What follows belongs to an exercise in optimizing a design on an open flow for small area, a short achievable clock period and few clock cycles per item; a production flow would make more cautious choices.
Only simulation tests tie the RTL to the original design; equivalence was not proved.
Power and IR drop assume default switching activity.

<file path="config.mk">
export PLATFORM = sky130hd
export DESIGN_NAME = text_to_integer_any_base_top
export DESIGN_NICKNAME = text_to_integer_any_base_top
export VERILOG_FILES = /design/flow/design.v
export SDC_FILE = /design/flow/constraint.sdc
export NUM_CORES = 4
export LEC_CHECK = 0
export CAP_MARGIN = 20
export CORE_MARGIN = 2
export CORE_UTILIZATION = 40
export SLEW_MARGIN = 20
</file>
<file path="run.sh">
#!/bin/bash
# synth_recipe.tcl (not shown) runs the flow's synth.tcl, then flattens the netlist and writes it again
# the make line also repeats each setting of config.mk as NAME=value (left out here)
make -C /OpenROAD-flow-scripts/flow DESIGN_CONFIG=/design/flow/config.mk WORK_HOME=/design/flow/orfs CLKGATE_MAP_FILE= SYNTH_SCRIPT=/design/flow/synth_recipe.tcl finish
</file>
<file path="design.v">
`timescale 1ns / 1ps
module tti_cfg #(
	parameter int MAX_BASE = 16
) (
	input  logic                         clk,
	input  logic                         arst_n,
	input  logic                         cfg_valid,
	output logic                         cfg_ready,
	input  logic [1:0]                  cfg_index,
	input  logic [63:0]                 cfg_data,
	output logic [MAX_BASE-1:0][7:0]   alpha,
	output logic [4:0]                  stat_radix,
	output logic                         stat_ok
);
	localparam int CH_W       = 8;
	localparam int BASE_LEN_W = 5;
	localparam int CFG_IDX_W  = 2;
	localparam int CFG_DATA_W = 64;
	localparam int ALPHA_BYTES = CFG_DATA_W / CH_W;
	localparam logic [CFG_IDX_W-1:0] CFG_DIGITS_LOW  = 2'd0;
	localparam logic [CFG_IDX_W-1:0] CFG_DIGITS_HIGH = 2'd1;
	localparam logic [CFG_IDX_W-1:0] CFG_BASE_LENGTH = 2'd2;
	localparam logic [CH_W-1:0] CH_NUL   = 8'h00;
	localparam logic [CH_W-1:0] CH_TAB   = 8'h09;
	localparam logic [CH_W-1:0] CH_CR    = 8'h0D;
	localparam logic [CH_W-1:0] CH_SPACE = 8'h20;
	localparam logic [CH_W-1:0] CH_PLUS  = 8'h2B;
	localparam logic [CH_W-1:0] CH_MINUS = 8'h2D;
	localparam int LOW_N  = (MAX_BASE < ALPHA_BYTES) ? MAX_BASE : ALPHA_BYTES;
	localparam int HIGH_N = MAX_BASE - LOW_N;
	logic [MAX_BASE-1:0][CH_W-1:0] alpha_q;
	logic [BASE_LEN_W-1:0]         radix_q;
	logic                          ok_q;
	logic                          ok_c;
	assign cfg_ready = 1'b1;
	always_ff @(posedge clk or negedge arst_n) begin
		if (!arst_n) begin
			alpha_q <= '0;
			radix_q <= '0;
			ok_q    <= 1'b0;
		end else begin
			ok_q <= ok_c;
			if (cfg_valid) begin
				case (cfg_index)
					CFG_DIGITS_LOW: begin
						for (int k = 0; k < LOW_N; k++)
							alpha_q[k] <= cfg_data[CH_W*k +: CH_W];
					end
					CFG_DIGITS_HIGH: begin
						for (int k = 0; k < HIGH_N; k++)
							alpha_q[LOW_N+k] <= cfg_data[CH_W*k +: CH_W];
					end
					CFG_BASE_LENGTH: begin
						radix_q <= cfg_data[BASE_LEN_W-1:0];
					end
					default: begin
					end
				endcase
			end
		end
	end
	always_comb begin
		ok_c = (radix_q >= BASE_LEN_W'(2)) && (radix_q <= BASE_LEN_W'(MAX_BASE));
		for (int i = 0; i < MAX_BASE; i++) begin
			if (BASE_LEN_W'(i) < radix_q) begin
				if ((alpha_q[i] == CH_NUL) || (((alpha_q[i]) == CH_PLUS) || ((alpha_q[i]) == CH_MINUS)) || ((((alpha_q[i]) >= CH_TAB) && ((alpha_q[i]) <= CH_CR)) || ((alpha_q[i]) == CH_SPACE)))
					ok_c = 1'b0;
				for (int j = i + 1; j < MAX_BASE; j++) begin
					if ((BASE_LEN_W'(j) < radix_q) && (alpha_q[j] == alpha_q[i]))
						ok_c = 1'b0;
				end
			end
		end
	end
	assign alpha      = alpha_q;
	assign stat_radix = radix_q;
	assign stat_ok    = ok_q;
endmodule
`timescale 1ns / 1ps
module tti_parse #(
	parameter int MAX_BASE = 16
) (
	input  logic                          clk,
	input  logic                          arst_n,
	input  logic                          chars_valid,
	output logic                          chars_ready,
	input  logic [7:0]                    chars_ch,
	output logic                          result_valid,
	input  logic                          result_ready,
	output logic signed [31:0]            result_value,
	output logic                          result_base_ok,
	input  logic [MAX_BASE-1:0][7:0]      alpha,
	input  logic [4:0]                    stat_radix,
	input  logic                          stat_ok
);
	localparam int CH_W       = 8;
	localparam int VALUE_W    = 32;
	localparam int BASE_LEN_W = 5;
	localparam logic [CH_W-1:0] CH_NUL   = 8'h00;
	localparam logic [CH_W-1:0] CH_TAB   = 8'h09;
	localparam logic [CH_W-1:0] CH_CR    = 8'h0D;
	localparam logic [CH_W-1:0] CH_SPACE = 8'h20;
	localparam logic [CH_W-1:0] CH_PLUS  = 8'h2B;
	localparam logic [CH_W-1:0] CH_MINUS = 8'h2D;
	localparam int IDX_W = $clog2(MAX_BASE);
	typedef enum logic [1:0] {
		PH_SPACE,
		PH_SIGN,
		PH_DIGITS,
		PH_STOP
	} phase_t;
	logic                      valid_s1;
	logic [CH_W-1:0]           ch_s1;
	phase_t                    phase_q;
	logic                      neg_q;
	logic [VALUE_W-1:0]        acc_q;
	logic                      out_valid_q;
	logic signed [VALUE_W-1:0] out_value_q;
	logic                      out_ok_q;
	logic                      out_free;
	logic                      is_term;
	logic                      s1_fire;
	logic [MAX_BASE-1:0]       match;
	logic                      hit;
	logic [IDX_W-1:0]          idx;
	logic [VALUE_W-1:0]        digit;
	logic [VALUE_W-1:0]        term;
	logic [VALUE_W-1:0]        prod;
	logic [VALUE_W-1:0]        mac;
	assign out_free    = !out_valid_q || result_ready;
	assign is_term     = (ch_s1 == CH_NUL);
	assign s1_fire     = valid_s1 && (!is_term || out_free);
	assign chars_ready = !valid_s1 || s1_fire;
	always_comb begin
		for (int k = 0; k < MAX_BASE; k++)
			match[k] = (BASE_LEN_W'(k) < stat_radix) && (alpha[k] == ch_s1);
	end
	always_comb begin
		idx = '0;
		for (int k = MAX_BASE - 1; k >= 0; k--) begin
			if (match[k])
				idx = IDX_W'(k);
		end
	end
	assign hit   = |match;
	assign digit = VALUE_W'(idx);
	assign term  = neg_q ? (VALUE_W'(0) - digit) : digit;
	assign prod  = acc_q * VALUE_W'(stat_radix);
	assign mac   = prod + term;
	always_ff @(posedge clk or negedge arst_n) begin
		if (!arst_n) begin
			valid_s1    <= 1'b0;
			ch_s1       <= '0;
			phase_q     <= PH_SPACE;
			neg_q       <= 1'b0;
			acc_q       <= '0;
			out_valid_q <= 1'b0;
			out_value_q <= '0;
			out_ok_q    <= 1'b0;
		end else begin
			if (chars_ready) begin
				valid_s1 <= chars_valid;
				ch_s1    <= chars_ch;
			end
			if (result_ready)
				out_valid_q <= 1'b0;
			if (s1_fire) begin
				if (is_term) begin
					out_valid_q <= 1'b1;
					out_value_q <= stat_ok ? $signed(acc_q) : '0;
					out_ok_q    <= stat_ok;
					phase_q     <= PH_SPACE;
					neg_q       <= 1'b0;
					acc_q       <= '0;
				end else if (!((phase_q == PH_SPACE) && ((((ch_s1) >= CH_TAB) && ((ch_s1) <= CH_CR)) || ((ch_s1) == CH_SPACE)))) begin
					if (((phase_q == PH_SPACE) || (phase_q == PH_SIGN)) && (((ch_s1) == CH_PLUS) || ((ch_s1) == CH_MINUS))) begin
						if (ch_s1 == CH_MINUS)
							neg_q <= !neg_q;
						phase_q <= PH_SIGN;
					end else if (phase_q != PH_STOP) begin
						if (hit) begin
							acc_q   <= mac;
							phase_q <= PH_DIGITS;
						end else begin
							phase_q <= PH_STOP;
						end
					end
				end
			end
		end
	end
	assign result_valid   = out_valid_q;
	assign result_value   = out_value_q;
	assign result_base_ok = out_ok_q;
endmodule
`timescale 1ns / 1ps
module text_to_integer_any_base_top (
	input  logic                      clk,
	input  logic                      arst_n,
	input  logic                      chars_valid,
	output logic                      chars_ready,
	input  logic [7:0]                chars_ch,
	output logic                      result_valid,
	input  logic                      result_ready,
	output logic signed [31:0]        result_value,
	output logic                      result_base_ok,
	input  logic                      cfg_valid,
	output logic                      cfg_ready,
	input  logic [1:0]                cfg_index,
	input  logic [63:0]               cfg_data
);
	localparam int CH_W       = 8;
	localparam int BASE_LEN_W = 5;
	localparam int MAX_BASE = 16;
	logic [MAX_BASE-1:0][CH_W-1:0] alpha;
	logic [BASE_LEN_W-1:0]         stat_radix;
	logic                          stat_ok;
	tti_cfg #(
		.MAX_BASE (MAX_BASE)
	) u_cfg (
		.clk       (clk),
		.arst_n    (arst_n),
		.cfg_valid (cfg_valid),
		.cfg_ready (cfg_ready),
		.cfg_index (cfg_index),
		.cfg_data  (cfg_data),
		.alpha     (alpha),
		.stat_radix (stat_radix),
		.stat_ok    (stat_ok)
	);
	tti_parse #(
		.MAX_BASE (MAX_BASE)
	) u_parse (
		.clk            (clk),
		.arst_n         (arst_n),
		.chars_valid    (chars_valid),
		.chars_ready    (chars_ready),
		.chars_ch       (chars_ch),
		.result_valid   (result_valid),
		.result_ready   (result_ready),
		.result_value   (result_value),
		.result_base_ok (result_base_ok),
		.alpha          (alpha),
		.stat_radix     (stat_radix),
		.stat_ok        (stat_ok)
	);
endmodule
</file>
<file path="constraint.sdc">
create_clock -name core_clock -period 7.0 [get_ports {clk}]
set_input_delay 1.4000 -clock core_clock [delete_from_list [all_inputs] [get_ports {clk}]]
set_output_delay 1.4000 -clock core_clock [all_outputs]
set_load 0.01 [all_outputs]
</file>
==> summary.txt <==
[stage by stage]
stage | util | worst slack, ps | instances
final | 0.451 | 271 | 4109
after CTS | 0.450 | 147 | 4106
after global placement | 0.436 | 147 | 4054
after detailed placement | 0.436 | 33.0 | 4054
after floorplan | - | 109 | 3158
after global routing | 0.451 | -12.9 | 4109
[timing repair]
item,4_1_cts,5_1_grt
resized for setup,1,24
hold buffers,0,0
setup endpoints to repair,1,9
pin swaps,0,7
buffers inserted,0,1
[where the power goes]
part           switching, µW  internal [µW]  total [µW]  leakage (µW)
Sequential               265           1380        1640       0.00264
Clock                    663            881        1540      0.000472
Combinational           2810           1820        4620       0.00845
Total                   3730           4070        7810        0.0116
[area by class of cell]
class                   count  share of cell area
diodes                      2            0.000162
clock buffers              37              0.0257
clock inverters            15             0.00513
inverters                 102              0.0124
multi-input cells        2503               0.660
flip-flops and latches    212               0.172
well taps                 931              0.0376
repair buffers            307              0.0870
[flip-flops by register name, indices dropped and copies added, names as in the netlist]
name / count
u_cfg.ok_q: 1
u_parse.out_valid_q: 1
u_parse.neg_q: 1
u_parse.out_ok_q: 1
u_parse.phase_q: 2
u_parse.valid_s1: 1
u_cfg.radix_q: 5
u_parse.acc_q: 32
u_parse.ch_s1: 8
u_parse.out_value_q: 32
u_cfg.alpha_q: 128
[logic make-up after synthesis]
| kind of cell | count (synthesis) | synth area share |
|---|---|---|
| XOR/XNOR | 1138 | 0.360 |
| AND/OR/NAND/NOR | 809 | 0.153 |
| buffers and inverters | 443 | 0.0743 |
| AO/OA/AOI/OAI | 272 | 0.0688 |
| flip-flops | 212 | 0.192 |
| adder cells (fa/ha/maj) | 149 | 0.0980 |
| multiplexers | 134 | 0.0545 |
| other | 1 | 0.000135 |
[tightest hold or removal path, stage by stage (launching register included)]
cell and delay, ps:
dfrtp_1 340, nand2_1 40, o21ai_0 60
[path summary, 6_finish.rpt]
check	slack (ps)	startpoint	depth (start not counted)	end
max in group asynchronous	5060	arst_n	2	u_cfg.radix_q[2]$_DFFE_PN0P_
hold reg to reg	470	u_parse.out_value_q[6]$_DFFE_PN0P_	2	u_parse.out_value_q[6]$_DFFE_PN0P_
setup / recovery	270	u_parse.ch_s1[7]$_DFFE_PN0P_	25	u_parse.acc_q[30]$_DFFE_PN0P_
min in group asynchronous	790	arst_n	1	u_cfg.alpha_q[13]$_DFFE_PN0P_
setup reg to reg	270	u_parse.ch_s1[7]$_DFFE_PN0P_	25	u_parse.acc_q[30]$_DFFE_PN0P_
hold / removal	470	u_parse.out_value_q[6]$_DFFE_PN0P_	2	u_parse.out_value_q[6]$_DFFE_PN0P_
[Yosys cell counts, drive strengths merged, types with 41 or more instances]
cell type | instances | area (µm²)
nor2 | 43 | 161
nor3 | 71 | 355
buf | 291 | 1480
a31oi | 41 | 272
mux2 | 134 | 1510
fa | 113 | 2260
dfrtp | 212 | 5310
o21ai | 74 | 382
nand2 | 257 | 965
xnor2 | 715 | 6260
nand4 | 172 | 1080
xor2 | 423 | 3700
nor4 | 142 | 895
inv | 102 | 383
clkbuf | 50 | 189
[per-layer routing]
layer,up-vias,wire (µm)
met5,-,26
li1,10500,-
met4,4,8490
met1,12100,44200
met3,393,13800
met2,1661,45800
[cells in the final DEF, fill, tap and decap left out, types with 43 or more instances in the layout]
cell             count
buf_4              185
clkdlybuf4s50_1    112
dfrtp_1            207
fa_1               113
inv_1              101
mux2_2             134
nand2_1            257
nand4_1            172
nor2_1              43
nor3_1              69
nor4_1             137
o21ai_0             59
xnor2_1            715
xor2_1             423
==> impl_metrics.tcl <==
set metrics [dict create \
    cts_tree "built" \
    dp_hpwl_mm 74.0 \
    start_util 0.404 \
    fin_area_um2 30900 \
    cp.arrival_ps 7190 \
    htreeDepth 1 \
    synth_edf_count 0 \
    multi_input_comb_area_um2 20400 \
    die_area_um2 71300 \
    cp_slowest_cell "fa_1" \
    drc 0 \
    clk_pin_slew_ps 60 \
    cp_max_fo 16 \
    antenna_found_initial 9 \
    clkSinkCount 212 \
    cts_buffer_depth 3 \
    grt_pass1_vias 24000 \
    area_growth_pct 11.8 \
    synth.distinct_cells 76 \
    status "complete, no violations" \
    powerDensity_nw_per_um2 252 \
    fmax_ghz 0.149 \
    coreArea_um2 68600 \
    ys_seq_area_frac 0.192 \
    hold_class "register to register" \
    postSynthCellCount 3158 \
    wire_per_inst_um 27.4 \
    crit_type "register to register" \
    synth_area_um2 27700 \
    cpPeakStageDelay_ps 550 \
    drt_iter0_markers 3195 \
    port_buffers 113 \
    synth-warning-count 2 \
    globalRouteOverflowTotal 0 \
    clockRootBuffer "clkbuf_16" \
    grt_pass1_wl_mm 167 \
    cp_common_cell "fa_1" \
    drive_above_1_share 0.133 \
    gr-usage-met1 0.418 \
    synthArstFlopShare 1.00 \
    power.total_uw 7810 \
    syn_nets 3386 \
    clock_skew_ps 34.4 \
    drv_slew 0 \
    clock_latency_ps 630 \
    cp_top_family "compound AO/OA/AOI/OAI gates" \
    via_per_inst 6.00 \
    synth_ff_type "dfrtp_1" \
    gp_congestion 0.991 \
    n_fill_cell 6688 \
    nets 3383 \
    tightestPinTransition_ps 1100 \
    ios 115 \
    cp-start-kind "register" \
    crit_required_ps 7460 \
    critical_path_buf_inv_count 4 \
    fin_crit_sh 0.961 \
    total_leakage_power_uw 0.0116 \
    numCtsBuffers 29 \
    drtPass1Iterations 5 \
    grt_max_degree 112 \
    synth_seq_cells 212 \
    top_usage_layer "met2" \
    die_height_um 267 \
    finalSetupViolations 0 \
    row_count 96 \
    endpoint_kind "register" \
    period_needed_ps 6730 \
    totalWireLength_mm 112 \
    syn_avg_cell_area_um2 8.77 \
    placed_cell_area_um2 29900 \
    fin_tns_setup_ps 0 \
    vdd_drop_max_uv 232 \
    slew_headroom 0.249 \
    die_x_um 267 \
    met3_usage 0.0816 \
    max_cap_viol_count 0 \
    worst_hold_slack_ps 473 \
    ant_nets 0 \
    finalHoldViolCount 0 \
    globalRouteMet2Util 0.453 \
    ff_latch_area_um2 5310 \
    grt.total_usage 0.314 \
    vias 24700 \
]
Testbench counts, summed over its fixed seeds: cycles 17,597, chars 17,357.

-- what the ideal ports hide --
The flow's constraints put no driver on any port. The routed layout listed below was extracted and timed again, unchanged, in two steps. Step 1 sets driving cells, clkbuf_16 on the clock port and buf_2 on the other inputs (assumed; they add their load-dependent delay and slew). Step 2 also shifts input and output timing later by t, the mid clock arrival at the registers, as if the neighbouring blocks saw the same clock. Three values: ideal, step 1, step 2; two values: the first two.
t, ns: 0.667
setup WS [ns]: 0.271 / 0.271 / 0.271
clock arrival spread, ns: 0.039 / 0.039
After both steps this run still meets setup and hold. The setup slack of this run moves by 0.000 ns with the drivers and by 0.000 ns with both steps.
